This design comes from an exercise in tuning for small area on the open sky130 flow, not from production work. Only simulation tests tie the RTL to the original design; equivalence was not proved. Power and IR drop assume default switching activity.

== alpha ==
==> flow/design.v (excerpt) <==
module csr_file (
  input  logic                 clk_i,
  input  logic                 rst_ni,
  input  logic [45:0]          req_i,          
  input  logic [2:0]           stall_i,        
  input  logic                 trap_i,         
  input  logic                 mret_i,         
  input  logic [95:0]          trap_info_i,    
  input  logic [2:0]           irq_i,          
  output logic [32-1:0] csr_rdata_o,
  output logic [32-1:0] mtvec_o,
  output logic [32-1:0] mepc_o
);
Size: roughly 1100 cells after synthesis, about 290 flip-flops, about 250 I/O pins, roughly 12000 µm² of cells after synthesis.
export LEC_CHECK = 0
export CAP_MARGIN = 5
export CORE_MARGIN = 2
export CORE_UTILIZATION = 70
export GPL_TIMING_DRIVEN = 0
export SLEW_MARGIN = 5
export SYNTH_HIERARCHICAL = 1
export SYNTH_MINIMUM_KEEP_SIZE = 0
create_clock -name core_clock -period 6.0 [get_ports {clk_i}]
standard.sh (not shown) runs the stock make flow with config.mk's settings and CLKGATE_MAP_FILE= SYNTH_SCRIPT=/design/flow/synth_recipe.tcl, a recipe that flattens the netlist after the stock synthesis.
==> flow/flow/run.sh <==
#!/bin/bash
# Standard ORFS layout with two changes: the port buffers use the smallest buffer cell, and
# the clock tree uses larger sink clusters without dummy loads.
set -e
export BUFFER_PORTS_ARGS="-buffer_cell sky130_fd_sc_hd__buf_1"
export CTS_ARGS="-sink_clustering_enable -repair_clock_nets -dont_use_dummy_load -buf_list sky130_fd_sc_hd__clkbuf_8 -sink_clustering_size 18 -sink_clustering_max_diameter 80"
bash standard.sh > standard.log 2>&1
The flow did not stop early for alpha: all stages ran, and the layout cleared the timing, design-rule and antenna checks.
> inputs changed (alpha -> beta)
diff --git a/flow/config.mk b/flow/config.mk
--- a/flow/config.mk
+++ b/flow/config.mk
@@ -9,5 +9,4 @@
 export CORE_MARGIN = 2
 export CORE_UTILIZATION = 70
-export GPL_TIMING_DRIVEN = 0
 export SLEW_MARGIN = 5
 export SYNTH_HIERARCHICAL = 1
Notes after the runs:
[beta] power fell 0.011 mW relative to alpha
Looking at met2 layer usage reported by global route, beta sits 1.1 points higher than alpha does.
Comparing beta and alpha, summed area of non-filler cells in the final layout is lower on alpha.
The lower post-layout minimum cycle time of beta and alpha is in beta.
Total of hold buffers inserted after clock tree synthesis: alpha vs beta identical

========
Setup of MS:
csr_file, a different RTL version from the one above (not shown whole).
Size in the first run: about 1100 cells after synthesis, about 290 flip-flops, about 250 I/O pins.
Settings: LEC_CHECK=0, CAP_MARGIN=20, CORE_MARGIN=2, CORE_UTILIZATION=50, CTS_BUF_LIST=sky130_fd_sc_hd__clkbuf_4, SLEW_MARGIN=20, SYNTH_HIERARCHICAL=1, SYNTH_MINIMUM_KEEP_SIZE=0; clock period 6.0 ns.
==> flow/flow/run.sh <==
#!/bin/bash
# Standard ORFS layout, with the port buffers made from the smallest buffer cell
set -e
export BUFFER_PORTS_ARGS="-buffer_cell sky130_fd_sc_hd__buf_1"
bash standard.sh > standard.log 2>&1
MS: all stages complete, timing, DRC and antenna checks passed
For JK, these inputs were changed with respect to MS:
- a deleted CTS_BUF_LIST that had been sky130_fd_sc_hd__clkbuf_4
- a change of CORE_UTILIZATION from 50 to 60
==> flow/flow/run.sh <==
#!/bin/bash
# Standard ORFS layout with two changes: the port buffers use the smallest buffer cell, and
# the clock tree uses larger sink clusters without dummy loads.
set -e
export BUFFER_PORTS_ARGS="-buffer_cell sky130_fd_sc_hd__buf_1"
export CTS_ARGS="-sink_clustering_enable -repair_clock_nets -dont_use_dummy_load -buf_list sky130_fd_sc_hd__clkbuf_8 -sink_clustering_size 15 -sink_clustering_max_diameter 80"
bash standard.sh > standard.log 2>&1
[summary]
Post-detailed-route count of antenna-violating nets essentially unchanged between MS and JK. JK vs. MS: number of global-route vias before repair went down by about 2.5%. For xor-xnor portion of the synthesized cell area, MS and JK come out practically identical. Of MS and JK, the higher arrival time at the worst endpoint belongs to JK. In JK the vertical die dimension turned out about 8% lower than in MS.

========
csr_file, a different RTL version from the one above (not shown whole).
For scale: ~1100 cells after synthesis, ~250 I/O pins, roughly 0.012 mm² of cells after synthesis.
// csr_file
module csr_file (
  input  logic                 clk_i,
  input  logic                 rst_ni,
  input  logic [45:0]          req_i,          
  input  logic [2:0]           stall_i,        
  input  logic                 trap_i,         
  input  logic                 mret_i,         
  input  logic [95:0]          trap_info_i,    
  input  logic [2:0]           irq_i,          
  output logic [32-1:0] csr_rdata_o,
  output logic [32-1:0] mtvec_o,
  output logic [32-1:0] mepc_o
);
==> flow/config.mk <==
export PLATFORM = sky130hd
export DESIGN_NAME = csr_file
export DESIGN_NICKNAME = csr_file
export VERILOG_FILES = /design/flow/design.v
export SDC_FILE = /design/flow/constraint.sdc
export NUM_CORES = 4
export LEC_CHECK = 0
export CAP_MARGIN = 5
export CORE_MARGIN = 2
export CORE_UTILIZATION = 75
export SLEW_MARGIN = 5
export SYNTH_HIERARCHICAL = 1
export SYNTH_MINIMUM_KEEP_SIZE = 0
==> flow/constraint.sdc <==
create_clock -name core_clock -period 6.0 [get_ports {clk_i}]
set_input_delay 1.2000 -clock core_clock [delete_from_list [all_inputs] [get_ports {clk_i}]]
set_output_delay 1.2000 -clock core_clock [all_outputs]
set_load 0.01 [all_outputs]
==> flow/flow/run.sh <==
#!/bin/bash
# Standard ORFS layout with two changes: the port buffers use the smallest buffer cell, and
# the clock tree uses larger sink clusters without dummy loads.
set -e
export BUFFER_PORTS_ARGS="-buffer_cell sky130_fd_sc_hd__buf_1"
export CTS_ARGS="-sink_clustering_enable -repair_clock_nets -dont_use_dummy_load -buf_list sky130_fd_sc_hd__clkbuf_8 -sink_clustering_size 15 -sink_clustering_max_diameter 80"
bash standard.sh > standard.log 2>&1
Then changed:
==> flow/flow/run.sh (replaced) <==
#!/bin/bash
# Standard ORFS layout with two changes: the port buffers use the smallest buffer cell, and
# the clock tree uses larger sink clusters without dummy loads.
set -e
export BUFFER_PORTS_ARGS="-buffer_cell sky130_fd_sc_hd__buf_1"
export CTS_ARGS="-sink_clustering_enable -repair_clock_nets -dont_use_dummy_load -buf_list sky130_fd_sc_hd__clkbuf_8 -sink_clustering_size 18 -sink_clustering_max_diameter 80"
bash standard.sh > standard.log 2>&1
CAP_MARGIN = 20   (was 5)
CORE_UTILIZATION = 60   (was 75)
SLEW_MARGIN = 20   (was 5)
The new run went through all stages and came out clean.
Power fell slightly.
Via count went down by a few percent.
Clock-buffer cell count is lower by 3.
Global-route usage falls by 9.6 points.
Final area goes up slightly.
Then changed:
CAP_MARGIN = 5   (was 20)
CORE_UTILIZATION = 70   (was 60)
SLEW_MARGIN = 5   (was 20)
Outcome: Worst setup slack gets better by 0.13 ns. Global-route usage rose by 6.0 points. First-iteration DRC count goes up by 7.5%. Critical path depth went up by 13. Clock power rose by about 0.6%. Final area falls by 0.83%. Combinational power is about the same. Maximum frequency goes up by 2.6%. Core utilization climbs by 11 points. Via count came out higher by 2.1%.

[re-timing with driven ports]
The results above use ideal ports. As a check the final layouts listed here were re-extracted and re-timed, cells and wires unchanged.
Step 1 sets driving cells, clkbuf_16 on the clock port and buf_2 on the other inputs (assumed; they add their load-dependent delay and slew).
Step 2 moves the port delays by t, midway between the first and last clock arrival at a register: inputs arrive t later, outputs are due t later. That takes back most of the time a late clock gives input paths.
Slacks: no drivers / after step 1 / after step 2; pairs: no drivers / after step 1.
run | t (ns) | setup WS [ns] | worst setup path after step 2 | slew at the worst register clock pin (ns)
alpha | 0.562 | 0.585 / 0.565 / 0.318 | input to register | 0.11 / 0.11
beta | 0.566 | 0.920 / 0.937 / 0.371 | input to register | 0.12 / 0.12
MS | 0.710 | 0.909 / 0.888 / 0.888 | input to output | 0.07 / 0.07
JK | 0.593 | 0.780 / 0.759 / 0.759 | input to output | 0.10 / 0.10
the first run of note 3 | 0.591 | 0.859 / 0.836 / 0.474 | input to register | 0.10 / 0.10
the second run of note 3 | 0.584 | 0.865 / 0.845 / 0.402 | input to register | 0.12 / 0.12
the third run of note 3 | 0.581 | 0.993 / 1.020 / 0.439 | input to register | 0.12 / 0.12
After both steps every run listed still meets setup and hold. For the third run of note 3, which loses most, drivers alone change the setup slack by +0.027 ns; drivers and shift together by -0.554 ns.
